Source: an optimization exercise on an open RTL-to-GDS flow (aim: small area and a short achievable clock period). Production flows keep margins and buffers that such runs may drop.
Function was checked by simulation only, so behaviour that the tests miss may differ from the original.
Power figures rest on the tool's default switching activity, not on a simulated workload.

Setup of ember:
==> flow/design.v (excerpt) <==
module array_multiplier (
	input  logic                     clk,
	input  logic                     reset,
	input  logic                     in_valid,
	input  mult_sizes_pkg::operand_t x,
	input  mult_sizes_pkg::operand_t y,
	output logic                     product_valid,
	output mult_sizes_pkg::product_t product
);
clock: 6.0 ns
lec_check: 0
cap_margin: 20
core_margin: 2
core_utilization: 50
place_density: 0.65
setup_slack_margin: 3.72
slew_margin: 20
synth_hierarchical: 1
standard.sh (not shown) runs the stock make flow with config.mk's settings and CLKGATE_MAP_FILE= SYNTH_SCRIPT=/design/flow/synth_recipe.tcl, a recipe that flattens the netlist after the stock synthesis.
==> flow/flow/run.sh <==
#!/bin/bash
# Layout flow: the standard ORFS flow (standard.sh, unchanged synthesis),
# with smaller port buffers and a clock tree built from clkbuf_8 without
# dummy loads. Each tool's output goes to a log file in this folder.
set -euo pipefail
export BUFFER_PORTS_ARGS="-buffer_cell sky130_fd_sc_hd__buf_1"
export CTS_ARGS="-sink_clustering_enable -repair_clock_nets -sink_clustering_size 12 -sink_clustering_max_diameter 60 -buf_list sky130_fd_sc_hd__clkbuf_8 -dont_use_dummy_load"
bash standard.sh finish > flow_make.log 2>&1
The inputs of zinc differ from those of ember as listed below.
- changing CORE_UTILIZATION from 50 to 55
- changing PLACE_DENSITY from 0.65 to 0.7
Notes after the runs:
- zinc against ember: fraction of area in multi-input gates held, share of the final layout cell area in sequential cells held, via count held.


Another version of the RTL of array_multiplier (not shown whole).
Size in the first run: about 860 cells after synthesis, ~160 flip-flops, ~68 I/O pins, about 9800 um2 of cells after synthesis.
export LEC_CHECK = 0
export CAP_MARGIN = 20
export CORE_MARGIN = 2
export CORE_UTILIZATION = 40
export SETUP_SLACK_MARGIN = 3.0
export SLEW_MARGIN = 20
export SYNTH_HIERARCHICAL = 1
create_clock -name core_clock -period 6.0 [get_ports {clk}]
==> flow/flow/run.sh <==
#!/bin/bash
# Layout flow: the standard ORFS flow (standard.sh, unchanged synthesis),
# with smaller port buffers and a clock tree built from clkbuf_8 without
# dummy loads. Each tool's output goes to a log file in this folder.
set -euo pipefail
export BUFFER_PORTS_ARGS="-buffer_cell sky130_fd_sc_hd__buf_1"
export CTS_ARGS="-sink_clustering_enable -repair_clock_nets -buf_list sky130_fd_sc_hd__clkbuf_8 -dont_use_dummy_load"
bash standard.sh finish > flow_make.log 2>&1
Then changed:
SETUP_SLACK_MARGIN = default   (was 3.0)
Effect: The new run finished clean. Area after synthesis does not change. Final cell count went down by a few percent. Wire length went down by a few percent. Global-route usage went down by 0.56 points. Cell area went down by roughly a tenth. First-iteration DRC count went up by about a fifth. Clock-buffer cell count is unchanged. Worst setup slack got worse by 0.74 ns. Synthesized cell count does not change.


RTL: one of the versions met above, not the one the previous note started from.
Size in the first run: roughly 0.011 mm2 of cells after synthesis.
Settings: LEC_CHECK=0, CAP_MARGIN=20, CORE_MARGIN=2, CORE_UTILIZATION=55, PLACE_DENSITY=0.7, SETUP_SLACK_MARGIN=3.68, SLEW_MARGIN=20, SYNTH_HIERARCHICAL=1; clock period 6.0 ns.
==> flow/flow/run.sh <==
#!/bin/bash
# Layout flow: the standard ORFS flow (standard.sh, unchanged synthesis),
# with smaller port buffers and a clock tree built from clkbuf_8 without
# dummy loads. Each tool's output goes to a log file in this folder.
set -euo pipefail
export BUFFER_PORTS_ARGS="-buffer_cell sky130_fd_sc_hd__buf_1"
export CTS_ARGS="-sink_clustering_enable -repair_clock_nets -sink_clustering_size 12 -sink_clustering_max_diameter 60 -buf_list sky130_fd_sc_hd__clkbuf_8 -dont_use_dummy_load"
bash standard.sh finish > flow_make.log 2>&1
The baseline finished with timing, DRC and antenna clean.
==> next run, changes <==
SETUP_SLACK_MARGIN = 3.7   (was 3.68)
Result: The new run completed with no timing, DRC or antenna violations; first-iteration DRC count rose by well over a third; critical path depth does not change; setup slack hardly moves; routed wire length rose slightly; combinational power hardly moves; cell count hardly moves; cell area rose slightly; via count rose by a few percent; maximum frequency hardly moves.
==> next run, changes <==
CORE_UTILIZATION = 60   (was 55)
PLACE_DENSITY = 0.75   (was 0.7)
SETUP_SLACK_MARGIN = 3.72   (was 3.7)
The changed run produced a clean layout.
Sequential share of layout area decreases by 0.13 points.
Sequential cell count does not change.
Design area went up by 0.48%.
Fmax came out lower by about 1.3%.
Clock-buffer cell count stays the same.
Clock power stays flat.
Final cell count went down by about 2.3%.
Setup slack degrades by 0.029 ns.
Routed wire length is about the same.
Power rises by 1.2%.
==> next run, changes <==
CORE_UTILIZATION = 55   (was 60)
PLACE_DENSITY = 0.7   (was 0.75)
SETUP_SLACK_MARGIN = 3.76   (was 3.72)
What happened: Register-to-register slack gains 0.04 ns. Clock power goes up by a few percent. Total power came out higher slightly. Flip-flop and latch count does not change. Worst setup slack gains 0.043 ns. Non-clock buffer count came out higher by 35. Global-route usage drops by 0.57 points. Cell area went up by a few percent. Wire length climbs by roughly a tenth. Die area increases by a little under a tenth.


Setup of run A:
array_multiplier, a different RTL version from the one above (not shown whole).
Size in the first run: about 900 cells after synthesis, about 220 flip-flops, roughly 68 I/O pins, about 11,000 um^2 of cells after synthesis.
clock: 6.0 ns
lec_check: 0
cap_margin: 20
core_margin: 2
core_utilization: 40
setup_slack_margin: 3.7
slew_margin: 20
synth_hierarchical: 1
Scripts as last shown in full above: flow/flow/run.sh
Changes in run B relative to run A:
- a change of CORE_UTILIZATION from 40 to 55
- an added PLACE_DENSITY of 0.7
Results
On design area: between run A and run B, it ends up higher for run A. Compared with run A, run B shows portion of the layout cell area used by non-clock buffers lower by 0.97 points. Routed wire length went down by a few percent going from run A to run B.
Here is what was changed in the inputs of run C compared with run B.
- changing CORE_UTILIZATION from 55 to 40
- changing SETUP_SLACK_MARGIN from 3.7 to 3.8
- removing PLACE_DENSITY (formerly 0.7)
Notes after the runs:
Both conditions hold for run C: the flow ran to the end and the final layout passed the timing, DRC and antenna checks.
In terms of timing-limited maximum frequency, run C and run B differ only marginally.
The setup slack of run C is larger than that of run B.
Min total routing usage reported by global routing across run C and run B: run C
Last element of the critical path = r920: run B; last element of the critical path = r947: run C
As of run C, final instance area had risen by a little under 10% compared to run B.
The following lists how run D was set up differently from run C:
- setting PLACE_DENSITY to 0.85 for the first time
- changing SETUP_SLACK_MARGIN from 3.8 to 3.7
- changing CORE_UTILIZATION from 40 to 70
[summary]
[compare] base=run C new=run D: power per unit of standard cell area now sits higher; total non-filler cell area in the finished layout lost 7.6%; core utilization increased 30 points; post-route minimum period now sits higher; global-route usage went up by 13 points.

re-timing with driven ports:
The flow's constraints put no driver on any port. The routed layouts listed below were extracted and timed again, unchanged, in two steps.
Step 1, drivers: a clkbuf_16 drives clk and a buf_2 each remaining input, both assumed.
Step 2 adds t to the input delays and takes it off the output delays; t is the mean of the earliest and latest rising clock arrival at the registers after step 1. Input paths then give back, and output paths get back, about the clock's delay inside the block.
a / b / c = ideal ports / drivers / drivers and shift; a / b = the first two.
run | t (ns) | setup WS [ns] | worst register clock-pin slew, ns | cell pins on the clock port's net
ember | 0.568 | 3.731 / 3.731 / 3.731 | 0.09 / 0.09 | 1
zinc | 0.556 | 3.744 / 3.744 / 3.744 | 0.08 / 0.08 | 1
the first run of note 2 | 0.490 | 2.994 / 2.995 / 2.506 | 0.12 / 0.12 | 1
the second run of note 2 | 0.471 | 2.255 / 2.271 / 1.800 | 0.10 / 0.10 | 1
the first run of note 3 | 0.549 | 3.726 / 3.726 / 3.726 | 0.08 / 0.08 | 1
the second run of note 3 | 0.554 | 3.725 / 3.725 / 3.725 | 0.08 / 0.08 | 1
the third run of note 3 | 0.561 | 3.696 / 3.696 / 3.696 | 0.08 / 0.08 | 1
the fourth run of note 3 | 0.576 | 3.739 / 3.739 / 3.739 | 0.09 / 0.09 | 1
run A | 0.587 | 3.740 / 3.716 / 3.740 | 0.08 / 0.08 | 1
run B | 0.555 | 3.748 / 3.729 / 3.748 | 0.08 / 0.08 | 1
run C | 0.569 | 3.754 / 3.746 / 3.754 | 0.08 / 0.08 | 1
run D | 0.560 | 3.722 / 3.711 / 3.722 | 0.09 / 0.09 | 1
After both steps setup and hold are still met in every run listed. The setup slack of the first run of note 2, which loses most, moves by +0.001 ns with the drivers and by -0.488 ns with both steps.
